Background: an optimization exercise with open tools, aiming at small area, a short achievable clock period and few clock cycles per item. Do not read the settings as production practice.
Where RTL was checked, it was by simulation tests only, not by an equivalence proof against the original.

Setup of main:
==> flow/design.v <==
`timescale 1ns/1ps
module asconRound (
    input  logic [320-1:0] stateIn,
    input  logic [3:0]                   roundIdx,
    output logic [320-1:0] stateOut
);
    logic [64-1:0] x0, x1, x2, x3, x4;
    logic [64-1:0] t0, t1, t2, t3, t4;
    logic [64-1:0] y0, y1, y2, y3, y4;
    logic [7:0]                  rc;
    assign rc = {~roundIdx, roundIdx};
    always_comb begin
        x0 = stateIn[(320-1-64*(0)) -: 64];
        x1 = stateIn[(320-1-64*(1)) -: 64];
        x2 = stateIn[(320-1-64*(2)) -: 64];
        x3 = stateIn[(320-1-64*(3)) -: 64];
        x4 = stateIn[(320-1-64*(4)) -: 64];
        x2[7:0] = x2[7:0] ^ rc;
        x0 = x0 ^ x4;
        x4 = x4 ^ x3;
        x2 = x2 ^ x1;
        t0 = ~x0 & x1;
        t1 = ~x1 & x2;
        t2 = ~x2 & x3;
        t3 = ~x3 & x4;
        t4 = ~x4 & x0;
        x0 = x0 ^ t1;
        x1 = x1 ^ t2;
        x2 = x2 ^ t3;
        x3 = x3 ^ t4;
        x4 = x4 ^ t0;
        x1 = x1 ^ x0;
        x0 = x0 ^ x4;
        x3 = x3 ^ x2;
        x2 = ~x2;
        y0 = x0 ^ {x0[18:0], x0[63:19]} ^ {x0[27:0], x0[63:28]};
        y1 = x1 ^ {x1[60:0], x1[63:61]} ^ {x1[38:0], x1[63:39]};
        y2 = x2 ^ {x2[0:0],  x2[63:1]}  ^ {x2[5:0],  x2[63:6]};
        y3 = x3 ^ {x3[9:0],  x3[63:10]} ^ {x3[16:0], x3[63:17]};
        y4 = x4 ^ {x4[6:0],  x4[63:7]}  ^ {x4[40:0], x4[63:41]};
    end
    assign stateOut = {y0, y1, y2, y3, y4};
endmodule
`timescale 1ns/1ps
module asconPermutation #(
    parameter int roundsPerCycle = 1
) (
    input  logic [320-1:0] stateIn,
    input  logic [3:0]                   roundIdx,
    output logic [320-1:0] stateOut
);
    logic [320-1:0] chain [0:roundsPerCycle];
    assign chain[0] = stateIn;
    for (genvar g = 0; g < roundsPerCycle; g++) begin : g_round
        asconRound u_round (
            .stateIn (chain[g]),
            .roundIdx(roundIdx | 4'(g)),
            .stateOut(chain[g+1])
        );
    end
    assign stateOut = chain[roundsPerCycle];
endmodule
`timescale 1ns/1ps
module asconPadding (
    input  logic [64-1:0] block,
    input  logic [4-1:0]  len,
    output logic [64-1:0] padded,
    output logic [8-1:0] byteMask
);
    always_comb begin
        for (int b = 0; b < 8; b++) begin
            byteMask[8-1-b] = (b < len);
            if (b < len) begin
                padded[64-1-8*b -: 8] = block[64-1-8*b -: 8];
            end else if (b == len) begin
                padded[64-1-8*b -: 8] = 8'h80;
            end else begin
                padded[64-1-8*b -: 8] = 8'h00;
            end
        end
    end
endmodule
`timescale 1ns/1ps
module asconController (
    input  logic       clk,
    input  logic       rst,
    input  logic       start,
    input  logic       hasAd,
    input  logic       dLast,       
    output logic       idle,
    output logic [3:0] roundIdx,
    output logic       adMode,      
    output logic       injAd,       
    output logic       injText,     
    output logic       injKey34,    
    output logic       injDs,       
    output logic       read,
    output logic       outValid,
    output logic       tagValid
);
    localparam int R = 1;
    localparam logic [3:0] lastIdx = 4'(12 - R);
    localparam logic [3:0] preIdx  = 4'(12 - 2 * R);
    localparam logic [3:0] shortRunStart = 12 - 6;
    localparam logic [2:0] phIdle  = 3'd0;
    localparam logic [2:0] phInit  = 3'd1;
    localparam logic [2:0] phAd    = 3'd2;
    localparam logic [2:0] phText  = 3'd3;
    localparam logic [2:0] phFinal = 3'd4;
    localparam logic [2:0] phTag   = 3'd5;
    logic [2:0] phase;
    logic       isLast;
    logic       isPre;
    logic       absorbing;
    assign idle      = (phase == phIdle);
    assign isLast    = (roundIdx == lastIdx);
    assign isPre     = (roundIdx == preIdx);
    assign absorbing = (phase == phInit) || (phase == phAd) || (phase == phText);
    always_ff @(posedge clk or posedge rst) begin
        if (rst) begin
            phase    <= phIdle;
            roundIdx <= 4'd0;
            adMode   <= 1'b0;
            injAd    <= 1'b0;
            injText  <= 1'b0;
            injKey34 <= 1'b0;
            injDs    <= 1'b0;
            read     <= 1'b0;
            outValid <= 1'b0;
            tagValid <= 1'b0;
        end else begin
            injAd    <= absorbing && isPre && adMode;
            injText  <= absorbing && isPre && !adMode;
            injDs    <= ((phase == phInit) || (phase == phAd)) && isPre && !adMode;
            injKey34 <= ((phase == phInit) || (phase == phFinal)) && isPre;
            read     <= (absorbing && isPre && adMode) || injText;
            outValid <= injText;
            tagValid <= (phase == phFinal) && isLast;
            roundIdx <= roundIdx + 4'(R);
            case (phase)
                phIdle: begin
                    roundIdx <= 4'd0;
                    if (start) begin
                        phase  <= phInit;
                        adMode <= hasAd;
                    end
                end
                phInit, phAd, phText: begin
                    if (isLast) begin
                        roundIdx <= shortRunStart;
                        if (adMode) begin
                            phase  <= phAd;
                            adMode <= !dLast;
                        end else if (dLast) begin
                            phase    <= phFinal;
                            roundIdx <= 4'd0;
                        end else begin
                            phase <= phText;
                        end
                    end
                end
                phFinal: begin
                    if (isLast) begin
                        phase <= phTag;
                    end
                end
                default: begin
                    phase <= phIdle;
                end
            endcase
        end
    end
endmodule
`timescale 1ns/1ps
module asconTop (
    input  logic                         clk,
    input  logic                         rst,
    input  logic                         start,
    input  logic                         hasAd,
    input  logic                         enc,
    input  logic [128-1:0]   key,
    input  logic [128-1:0]   nonce,
    input  logic [64-1:0]  adBlock,
    input  logic [4-1:0]   adLen,
    input  logic [64-1:0]  textBlock,
    input  logic [4-1:0]   textLen,
    output logic                         read,
    output logic [64-1:0]  outBlock,
    output logic                         outValid,
    output logic [128-1:0]   tag,
    output logic                         tagValid
);
    logic                         idle;
    logic [3:0]                   roundIdx;
    logic                         adMode;
    logic                         injAd;
    logic                         injText;
    logic                         injKey34;
    logic                         injDs;
    logic [320-1:0] stateReg;
    logic [320-1:0] permOut;
    logic [128-1:0]   keyReg;
    logic [64-1:0]  selBlock;
    logic [4-1:0]   selLen;
    logic [8-1:0] lenBytes;
    logic [64-1:0]  dPad;      
    logic [8-1:0] dBytes;    
    logic [8-1:0] padBytes;  
    logic                         dLast;     
    logic [64-1:0]  outReg;
    logic [64-1:0]  mask64;
    logic [64-1:0]  keep0;
    logic [64-1:0]  inj0;
    logic [128-1:0]   inj12;
    logic [128-1:0]   inj34;
    logic [320-1:0] nextState;
    logic [64-1:0]  y0;
    asconController u_controller (
        .clk     (clk),
        .rst     (rst),
        .start   (start),
        .hasAd   (hasAd),
        .dLast   (dLast),
        .idle    (idle),
        .roundIdx(roundIdx),
        .adMode  (adMode),
        .injAd   (injAd),
        .injText (injText),
        .injKey34(injKey34),
        .injDs   (injDs),
        .read    (read),
        .outValid(outValid),
        .tagValid(tagValid)
    );
    asconPermutation #(
        .roundsPerCycle(1)
    ) u_permutation (
        .stateIn (stateReg),
        .roundIdx(roundIdx),
        .stateOut(permOut)
    );
    assign selBlock = adMode ? adBlock : textBlock;
    assign selLen   = adMode ? adLen : textLen;
    always_comb begin
        for (int b = 0; b < 8; b++) begin
            lenBytes[8-1-b] = (b < selLen);
        end
    end
    always_ff @(posedge clk) begin
        dBytes <= lenBytes;
    end
    assign padBytes = {1'b1, dBytes[8-1:1]} & ~dBytes;
    assign dLast    = !dBytes[0];
    for (genvar b = 0; b < 8; b++) begin : g_pad
        assign dPad[8*b +: 8] = (selBlock[8*b +: 8] & {8{dBytes[b]}}) | {padBytes[b], 7'd0};
    end
    for (genvar b = 0; b < 8; b++) begin : g_mask
        assign mask64[8*b +: 8] = {8{dBytes[b]}};
    end
    assign keep0 = (injText && !enc) ? ~mask64 : '1;
    assign inj0  = (injAd || injText) ? dPad : '0;
    assign inj12 = (injText && dLast) ? keyReg : '0;
    assign inj34 = (injKey34 ? keyReg : '0) ^ {127'd0, injDs};
    assign y0 = permOut[(320-1-64*(0)) -: 64];
    always_comb begin
        nextState = permOut ^ {inj0, inj12, inj34};
        nextState[(320-1-64*(0)) -: 64] = (y0 & keep0) ^ inj0;
        if (idle) begin
            nextState = {64'h80400c0600000000, key, nonce};
        end
    end
    always_ff @(posedge clk) begin
        stateReg <= nextState;
        outReg   <= (y0 ^ dPad) & mask64;
        if (idle) begin
            keyReg <= key;
        end
    end
    assign outBlock = outReg;
    assign tag      = stateReg[128-1:0];
endmodule
export LEC_CHECK = 0
export CAP_MARGIN = 20
export CORE_MARGIN = 2
export CORE_UTILIZATION = 40
export SETUP_SLACK_MARGIN = 5
export SLEW_MARGIN = 20
create_clock -name core_clock -period 8.0 [get_ports {clk}]
standard.sh (not shown) runs the stock make flow with config.mk's settings and CLKGATE_MAP_FILE= SYNTH_SCRIPT=/design/flow/synth_recipe.tcl, a recipe that flattens the netlist after the stock synthesis.
==> flow/flow/run.sh <==
#!/bin/bash
# Standard ORFS layout, with plain buf_1 cells as the port buffers instead of
# the delay cells buffer_ports picks by default, a clock tree with larger
# sink clusters and no dummy loads..
set -euo pipefail
export BUFFER_PORTS_ARGS="-buffer_cell sky130_fd_sc_hd__buf_1"
export CTS_ARGS="-sink_clustering_enable -repair_clock_nets -dont_use_dummy_load -sink_clustering_size 20 -sink_clustering_max_diameter 80"
bash standard.sh > standard.log 2>&1
Edits applied to the flow inputs when going from main to the feature branch:
--- a/flow/design.v
+++ b/flow/design.v
@@ -84,16 +84,18 @@
 module asconController (
     input  logic       clk,
     input  logic       rst,
     input  logic       start,
     input  logic       hasAd,
+    input  logic       enc,
     input  logic       dLast,       
     output logic       idle,
     output logic [3:0] roundIdx,
     output logic       adMode,      
     output logic       injAd,       
     output logic       injText,     
+    output logic       injDec,      
     output logic       injKey34,    
     output logic       injDs,       
     output logic       read,
     output logic       outValid,
     output logic       tagValid
@@ -121,18 +123,20 @@
             phase    <= phIdle;
             roundIdx <= 4'd0;
             adMode   <= 1'b0;
             injAd    <= 1'b0;
             injText  <= 1'b0;
+            injDec   <= 1'b0;
             injKey34 <= 1'b0;
             injDs    <= 1'b0;
             read     <= 1'b0;
             outValid <= 1'b0;
             tagValid <= 1'b0;
         end else begin
             injAd    <= absorbing && isPre && adMode;
             injText  <= absorbing && isPre && !adMode;
+            injDec   <= absorbing && isPre && !adMode && !enc;
             injDs    <= ((phase == phInit) || (phase == phAd)) && isPre && !adMode;
             injKey34 <= ((phase == phInit) || (phase == phFinal)) && isPre;
             read     <= (absorbing && isPre && adMode) || injText;
             outValid <= injText;
             tagValid <= (phase == phFinal) && isLast;
@@ -193,10 +197,11 @@
     logic                         idle;
     logic [3:0]                   roundIdx;
     logic                         adMode;
     logic                         injAd;
     logic                         injText;
+    logic                         injDec;
     logic                         injKey34;
     logic                         injDs;
     logic [320-1:0] stateReg;
     logic [320-1:0] permOut;
     logic [128-1:0]   keyReg;
@@ -218,16 +223,18 @@
     asconController u_controller (
         .clk     (clk),
         .rst     (rst),
         .start   (start),
         .hasAd   (hasAd),
+        .enc     (enc),
         .dLast   (dLast),
         .idle    (idle),
         .roundIdx(roundIdx),
         .adMode  (adMode),
         .injAd   (injAd),
         .injText (injText),
+        .injDec  (injDec),
         .injKey34(injKey34),
         .injDs   (injDs),
         .read    (read),
         .outValid(outValid),
         .tagValid(tagValid)
@@ -255,11 +262,11 @@
         assign dPad[8*b +: 8] = (selBlock[8*b +: 8] & {8{dBytes[b]}}) | {padBytes[b], 7'd0};
     end
     for (genvar b = 0; b < 8; b++) begin : g_mask
         assign mask64[8*b +: 8] = {8{dBytes[b]}};
     end
-    assign keep0 = (injText && !enc) ? ~mask64 : '1;
+    assign keep0 = injDec ? ~mask64 : '1;
     assign inj0  = (injAd || injText) ? dPad : '0;
     assign inj12 = (injText && dLast) ? keyReg : '0;
     assign inj34 = (injKey34 ? keyReg : '0) ^ {127'd0, injDs};
     assign y0 = permOut[(320-1-64*(0)) -: 64];
     always_comb begin
==> comparison <==
Between main and the feature branch, register-to-register slack is higher for the feature branch, main comes in under that.
Of the two values seen for category of the critical setup timing path, reg -> reg was produced by main and reg -> out by the feature branch.
Compared to main, the router laid down more metal wire for the feature branch.
Relative to main, the feature branch improves worst hold slack.
The feature branch against main: count of cells resized by post-cts repair went down 3; detailed placement HPWL went up 1.7%.
Of main and the feature branch, the run reporting the higher total of clock buffers placed in the layout was the feature branch.
Register clock-pin slew on the reported worst setup and hold paths: the feature branch vs main — no meaningful difference
In terms of clock-cell share of area, the feature branch and main differ only marginally.
Final period demand of the worst path was higher in main than in the feature branch.
Testbench counts of the feature branch, summed over its fixed seeds: cycles 17,560, blocks 1,860.
Only the layout flow was run in main; the RTL was not checked for function there.

re-timing with driven ports:
In the flow no input, the clock included, has a driving cell. The finished layouts below were timed again as built, in two steps. Step 1 assumes that a clkbuf_16 drives the clock port and a buf_2 every other input. Step 2 adds t to the input delays and takes it off the output delays; t is the mean of the earliest and latest rising clock arrival at the registers after step 1. Input paths then give back, and output paths get back, about the clock's delay inside the block. Slacks: no drivers / after step 1 / after step 2; pairs: no drivers / after step 1.
run	t, ns	setup WS [ns]	latest minus earliest clock arrival (ns)	worst data-port slew with drivers (ns)
main	0.664	4.929 / 4.916 / 4.929	0.064 / 0.065	0.20
the feature branch	0.675	4.982 / 4.911 / 4.997	0.066 / 0.066	0.16
After both steps setup and hold are still met in every run listed.
